From an optimization exercise on the open Yosys and OpenROAD flow, aimed at small area, a short achievable clock period and few clock cycles; shortcuts taken in it are not production practice.
At most, simulation tests tie the RTL to the original design; equivalence was not proved.

==> flow/design.v <==
`default_nettype none
package euclid_pkg;
  localparam int X_W = 8;
  localparam int Y_W = 8;
endpackage
`default_nettype wire
`timescale 1ns/1ps
`default_nettype none
module euclid_top
(
  input  wire logic        cr_intf,
  input  wire logic        rst_n,
  input  wire logic        job_start,
  input  wire logic        job_shape,       
  input  wire logic [7:0]  job_p0_x,
  input  wire logic [7:0]  job_p0_y,
  input  wire logic [7:0]  job_p1_x,
  input  wire logic [7:0]  job_p1_y,
  input  wire logic [7:0]  job_p2_x,
  input  wire logic [7:0]  job_p2_y,
  input  wire logic [15:0] job_color,
  input  wire logic [2:0]  job_bzdepth,
  input  wire logic        pxl_ready,
  output logic             busy,
  output logic             job_done,
  output logic             pxl_valid,
  output logic [7:0]       pxl_x,
  output logic [7:0]       pxl_y,
  output logic [15:0]      pxl_color
);
  assign pxl_color = job_color;
  logic start_c;
  assign start_c = job_start & ~busy;
  logic [1:0] lp_c;
  always_comb
  begin
    case (job_bzdepth)
      3'd0, 3'd1: lp_c = 2'd0;
      3'd2:       lp_c = 2'd1;
      default:    lp_c = 2'd2;
    endcase
  end
  logic       g_act;
  logic [1:0] g_lvl;         
  logic       g_st;          
  logic [1:0] g_j;           
  logic [1:0] g_e;           
  logic [7:0] ta_x, ta_y, tb_x, tb_y, tc_x, tc_y;
  function automatic logic [7:0] mid(input logic [7:0] a, input logic [7:0] b);
    logic [8:0] s;
    logic       cy;
    cy = 1'b0;
    for (int i = 0; i < 8; i++)
    begin
      s[i] = a[i] ^ b[i] ^ cy;
      cy   = (a[i] & b[i]) | (cy & (a[i] ^ b[i]));
    end
    s[8] = cy;
    mid  = s[8:1];
  endfunction
  function automatic logic [7:0] step1(input logic [7:0] x, input logic up);
    logic t;
    t = 1'b1;
    for (int i = 0; i < 8; i++)
    begin
      step1[i] = x[i] ^ t;
      t        = t & (x[i] ^ ~up);
    end
  endfunction
  logic [7:0] mab_x, mab_y, mbc_x, mbc_y;
  assign mab_x = mid(ta_x, tb_x);
  assign mab_y = mid(ta_y, tb_y);
  assign mbc_x = mid(tb_x, tc_x);
  assign mbc_y = mid(tb_y, tc_y);
  logic       g_emit;        
  logic       g_jlast;
  logic       g_last;
  logic       g_dir;
  logic [7:0] g_ep_x, g_ep_y;
  logic       g_take;
  assign g_emit  = g_act & (g_lvl == lp_c);
  assign g_jlast = (lp_c == 2'd0) | ((lp_c == 2'd1) & g_j[0]) | (g_j == 2'd3);
  assign g_last  = (g_e == 2'd3) & g_jlast;
  assign g_dir   = ((lp_c == 2'd2) & (g_lvl == 2'd0)) ? g_j[1] : g_j[0];
  always_comb
  begin
    case (g_e)
      2'd0, 2'd1: begin g_ep_x = mab_x; g_ep_y = mab_y; end
      2'd2:       begin g_ep_x = tb_x;  g_ep_y = tb_y;  end
      default:    begin g_ep_x = tc_x;  g_ep_y = tc_y;  end
    endcase
  end
  logic       ne_v, ne_last;
  logic [7:0] ne_x, ne_y;
  logic       ne_take;
  assign g_take = g_emit & (~ne_v | ne_take);
  logic [7:0] ps_x, ps_y;    
  logic [8:0] cnt;           
  logic [7:0] dx, dy;
  logic       sx, sy;
  logic signed [9:0] err;
  logic       cur_last;
  assign pxl_x = ps_x;
  assign pxl_y = ps_y;
  logic at_end, accept, line_free;    
  logic [7:0] xm, ym;
  assign xm   = step1(ps_x, sx);
  assign ym   = step1(ps_y, sy);
  assign accept    = pxl_valid & pxl_ready;
  assign job_done  = accept & at_end & cur_last;
  assign line_free = ~pxl_valid | (accept & at_end & ~cur_last);
  assign ne_take   = busy & line_free & ne_v;
  logic [8:0] ddx_a, ddx_b, ddy_a, ddy_b;
  logic [7:0] ndx, ndy;
  logic       nsx, nsy;
  assign ddx_a = {1'b0, ne_x} - {1'b0, ps_x};
  assign ddx_b = {1'b0, ps_x} - {1'b0, ne_x};
  assign ddy_a = {1'b0, ne_y} - {1'b0, ps_y};
  assign ddy_b = {1'b0, ps_y} - {1'b0, ne_y};
  assign nsx   = ~ddx_a[8];
  assign nsy   = ~ddy_a[8];
  assign ndx   = nsx ? ddx_a[7:0] : ddx_b[7:0];
  assign ndy   = nsy ? ddy_a[7:0] : ddy_b[7:0];
  logic signed [10:0] tx, ty;
  logic step_x, step_y;
  logic signed [9:0] err_x, err_y, err_xy, err_nx;
  assign tx     = {err, 1'b0};                            
  assign ty     = -$signed({3'b000, dy});
  assign step_x = (tx > ty);                              
  assign step_y = (tx < $signed({3'b000, dx}));           
  assign err_x  = err - $signed({2'b00, dy});
  assign err_y  = err + $signed({2'b00, dx});
  assign err_xy = err + $signed({2'b00, dx}) - $signed({2'b00, dy});
  assign err_nx = ({10{step_x &  step_y}} & err_xy) |
                  ({10{step_x & ~step_y}} & err_x) |
                  ({10{~step_x}}          & err_y);
  always_ff @(posedge cr_intf or negedge rst_n)
  begin
    if (!rst_n)
    begin
      busy      <= 1'b0;
      pxl_valid <= 1'b0;
      ne_v      <= 1'b0;
      g_act     <= 1'b0;
    end
    else
    begin
      if (start_c)
      begin
        busy      <= 1'b1;
        pxl_valid <= 1'b0;
        ne_v      <= ~job_shape | (job_bzdepth == 3'd0);
        g_act     <= job_shape;
      end
      else
      begin
        if (job_done)
        begin
          busy      <= 1'b0;
          pxl_valid <= 1'b0;
        end
        else if (busy & line_free)
          pxl_valid <= ne_v;
        if (g_take)
          ne_v <= 1'b1;
        else if (ne_take)
          ne_v <= 1'b0;
        if (g_take & g_last)
          g_act <= 1'b0;
      end
    end
  end
  always_ff @(posedge cr_intf)
  begin
    if (start_c)
    begin
      ps_x     <= job_p0_x;
      ps_y     <= job_p0_y;
      ne_x     <= job_p1_x;
      ne_y     <= job_p1_y;
      ne_last  <= ~job_shape;
      ta_x     <= job_p0_x;
      ta_y     <= job_p0_y;
      tb_x     <= job_p1_x;
      tb_y     <= job_p1_y;
      tc_x     <= job_p2_x;
      tc_y     <= job_p2_y;
      g_lvl    <= 2'd0;
      g_e      <= (job_bzdepth == 3'd0) ? 2'd3 : 2'd0;
      g_st     <= 1'b0;
      g_j      <= 2'd0;
    end
    else
    begin
      if (g_act & ~g_emit)
      begin
        g_st <= ~g_st;
        if (!g_st)
        begin
          if (g_dir)
          begin
            ta_x <= mab_x; ta_y <= mab_y;
            tb_x <= mbc_x; tb_y <= mbc_y;
          end
          else
          begin
            tb_x <= mab_x; tb_y <= mab_y;
            tc_x <= mbc_x; tc_y <= mbc_y;
          end
        end
        else
        begin
          g_lvl <= g_lvl + 2'd1;
          if (g_dir)
          begin
            ta_x <= mab_x; ta_y <= mab_y;
          end
          else
          begin
            tc_x <= mbc_x; tc_y <= mbc_y;
          end
        end
      end
      else if (g_take)
      begin
        g_e <= g_e + 2'd1;
        if (g_e == 2'd0)
        begin
          ta_x <= mab_x; ta_y <= mab_y;
          tb_x <= mbc_x; tb_y <= mbc_y;
        end
        if (g_e == 2'd3)
        begin
          g_j   <= g_j + 2'd1;
          g_lvl <= 2'd0;
          ta_x  <= job_p0_x; ta_y <= job_p0_y;
          tb_x  <= job_p1_x; tb_y <= job_p1_y;
          tc_x  <= job_p2_x; tc_y <= job_p2_y;
        end
      end
      if (g_take)
      begin
        ne_x    <= g_ep_x;
        ne_y    <= g_ep_y;
        ne_last <= g_last;
      end
      if (ne_take)
      begin
        cnt      <= {1'b0, ndx} + {1'b0, ndy};   
        dx       <= ndx;
        dy       <= ndy;
        sx       <= nsx;
        sy       <= nsy;
        err      <= $signed({2'b00, ndx}) - $signed({2'b00, ndy});
        cur_last <= ne_last;
        at_end   <= (ne_x == ps_x) & (ne_y == ps_y);
      end
      else if (accept & ~at_end)
      begin
        err    <= err_nx[9:0];
        cnt    <= (step_x & step_y) ? cnt - 9'd2 : cnt - 9'd1;
        at_end <= (step_x & step_y) ? (cnt == 9'd2) : (cnt == 9'd1);
        if (step_x)
          ps_x <= xm;
        if (step_y)
          ps_y <= ym;
      end
    end
  end
endmodule
`default_nettype wire
==> flow/config.mk <==
export PLATFORM = sky130hd
export DESIGN_NAME = euclid_top
export DESIGN_NICKNAME = euclid_top
export VERILOG_FILES = /design/flow/design.v
export SDC_FILE = /design/flow/constraint.sdc
export NUM_CORES = 4
export LEC_CHECK = 0
export CAP_MARGIN = 20
export CORE_MARGIN = 2
export CORE_UTILIZATION = 40
export CTS_BUF_LIST = sky130_fd_sc_hd__clkbuf_8
export SETUP_SLACK_MARGIN = 1.6
export SLEW_MARGIN = 20
==> flow/constraint.sdc <==
create_clock -name core_clock -period 5.5 [get_ports {cr_intf}]
set_input_delay 1.1000 -clock core_clock [delete_from_list [all_inputs] [get_ports {cr_intf}]]
set_output_delay 1.1000 -clock core_clock [all_outputs]
set_load 0.01 [all_outputs]
standard.sh (not shown) runs the stock make flow with config.mk's settings and CLKGATE_MAP_FILE= SYNTH_SCRIPT=/design/flow/synth_recipe.tcl, a recipe that flattens the netlist after the stock synthesis.
==> flow/flow/run.sh <==
#!/bin/bash
# Standard layout, with plain buf_2 cells (instead of the default delay-buffer
# cell) for the port buffers. Full make output goes to make.log.
set -euo pipefail
export BUFFER_PORTS_ARGS="-buffer_cell sky130_fd_sc_hd__buf_2"
bash standard.sh > make.log 2>&1
The baseline completed with no timing, DRC or antenna violations.
Next try:
--- a/flow/design.v
+++ b/flow/design.v
@@ -93,32 +93,35 @@
   logic       ne_v, ne_last;
   logic [7:0] ne_x, ne_y;
   logic       ne_take;
   assign g_take = g_emit & (~ne_v | ne_take);
   logic [7:0] ps_x, ps_y;    
-  logic [8:0] cnt;           
+  logic [7:0] en_x, en_y;    
   logic [7:0] dx, dy;
   logic       sx, sy;
   logic signed [9:0] err;
   logic       cur_last;
   assign pxl_x = ps_x;
   assign pxl_y = ps_y;
   logic at_end, accept, line_free;    
   logic [7:0] xm, ym;
+  logic       eq_x, eq_y;
   assign xm   = step1(ps_x, sx);
   assign ym   = step1(ps_y, sy);
+  assign eq_x = step_x ? (xm == en_x) : (ps_x == en_x);
+  assign eq_y = step_y ? (ym == en_y) : (ps_y == en_y);
   assign accept    = pxl_valid & pxl_ready;
   assign job_done  = accept & at_end & cur_last;
   assign line_free = ~pxl_valid | (accept & at_end & ~cur_last);
   assign ne_take   = busy & line_free & ne_v;
   logic [8:0] ddx_a, ddx_b, ddy_a, ddy_b;
   logic [7:0] ndx, ndy;
   logic       nsx, nsy;
-  assign ddx_a = {1'b0, ne_x} - {1'b0, ps_x};
-  assign ddx_b = {1'b0, ps_x} - {1'b0, ne_x};
-  assign ddy_a = {1'b0, ne_y} - {1'b0, ps_y};
-  assign ddy_b = {1'b0, ps_y} - {1'b0, ne_y};
+  assign ddx_a = {1'b0, ne_x} - {1'b0, en_x};
+  assign ddx_b = {1'b0, en_x} - {1'b0, ne_x};
+  assign ddy_a = {1'b0, ne_y} - {1'b0, en_y};
+  assign ddy_b = {1'b0, en_y} - {1'b0, ne_y};
   assign nsx   = ~ddx_a[8];
   assign nsy   = ~ddy_a[8];
   assign ndx   = nsx ? ddx_a[7:0] : ddx_b[7:0];
   assign ndy   = nsy ? ddy_a[7:0] : ddy_b[7:0];
   logic signed [10:0] tx, ty;
@@ -174,10 +177,12 @@
   begin
     if (start_c)
     begin
       ps_x     <= job_p0_x;
       ps_y     <= job_p0_y;
+      en_x     <= job_p0_x;
+      en_y     <= job_p0_y;
       ne_x     <= job_p1_x;
       ne_y     <= job_p1_y;
       ne_last  <= ~job_shape;
       ta_x     <= job_p0_x;
       ta_y     <= job_p0_y;
@@ -244,24 +249,24 @@
         ne_y    <= g_ep_y;
         ne_last <= g_last;
       end
       if (ne_take)
       begin
-        cnt      <= {1'b0, ndx} + {1'b0, ndy};   
+        en_x     <= ne_x;
+        en_y     <= ne_y;
         dx       <= ndx;
         dy       <= ndy;
         sx       <= nsx;
         sy       <= nsy;
         err      <= $signed({2'b00, ndx}) - $signed({2'b00, ndy});
         cur_last <= ne_last;
-        at_end   <= (ne_x == ps_x) & (ne_y == ps_y);
+        at_end   <= (ne_x == en_x) & (ne_y == en_y);
       end
       else if (accept & ~at_end)
       begin
         err    <= err_nx[9:0];
-        cnt    <= (step_x & step_y) ? cnt - 9'd2 : cnt - 9'd1;
-        at_end <= (step_x & step_y) ? (cnt == 9'd2) : (cnt == 9'd1);
+        at_end <= eq_x & eq_y;
         if (step_x)
           ps_x <= xm;
         if (step_y)
           ps_y <= ym;
       end
=> Synthesized cell count climbs slightly; worst setup slack is worse by 0.038 ns; wire length climbs by a few percent; cell area drops by a few percent; flip-flop and latch count climbs by 7; area after synthesis climbs slightly; fmax drops slightly; global-route usage climbs by 1.0 points; count of clock-buffer cells in the layout is unchanged; first-iteration DRC count climbs by a few percent; clock skew drops by 0.0045 ns; sequential share of layout area climbs by 2.5 points.
Testbench counts after the change, summed over its fixed seeds: cycles 68,592.
Function not checked in the first run of this note: the RTL went through the layout flow alone.

-- separate check: timing with driven ports --
The results above use ideal ports. As a check the final layouts listed here were re-extracted and re-timed, cells and wires unchanged.
Step 1, drivers: a clkbuf_16 drives cr_intf and a buf_2 each remaining input, both assumed.
Step 2 times the ports against the registers' clock, not the clock port: input delays grow and output delays shrink by t, the midpoint of the rising clock arrivals with the driver on.
Slacks: ideal ports / drivers / drivers and shift; pairs: ideal ports / drivers.
run | shift t [ns] | setup slack, ns | slew at the worst register clock pin (ns) | cell pins on the clock port's net
the first run | 0.487 | 1.714 / 1.714 / 1.647 | 0.09 / 0.09 | 1
the second run | 0.487 | 1.677 / 1.677 / 1.535 | 0.08 / 0.08 | 1
After both steps setup and hold are still met in every run listed. The setup slack of the second run, which loses most, moves by 0.000 ns with the drivers and by -0.142 ns with both steps.
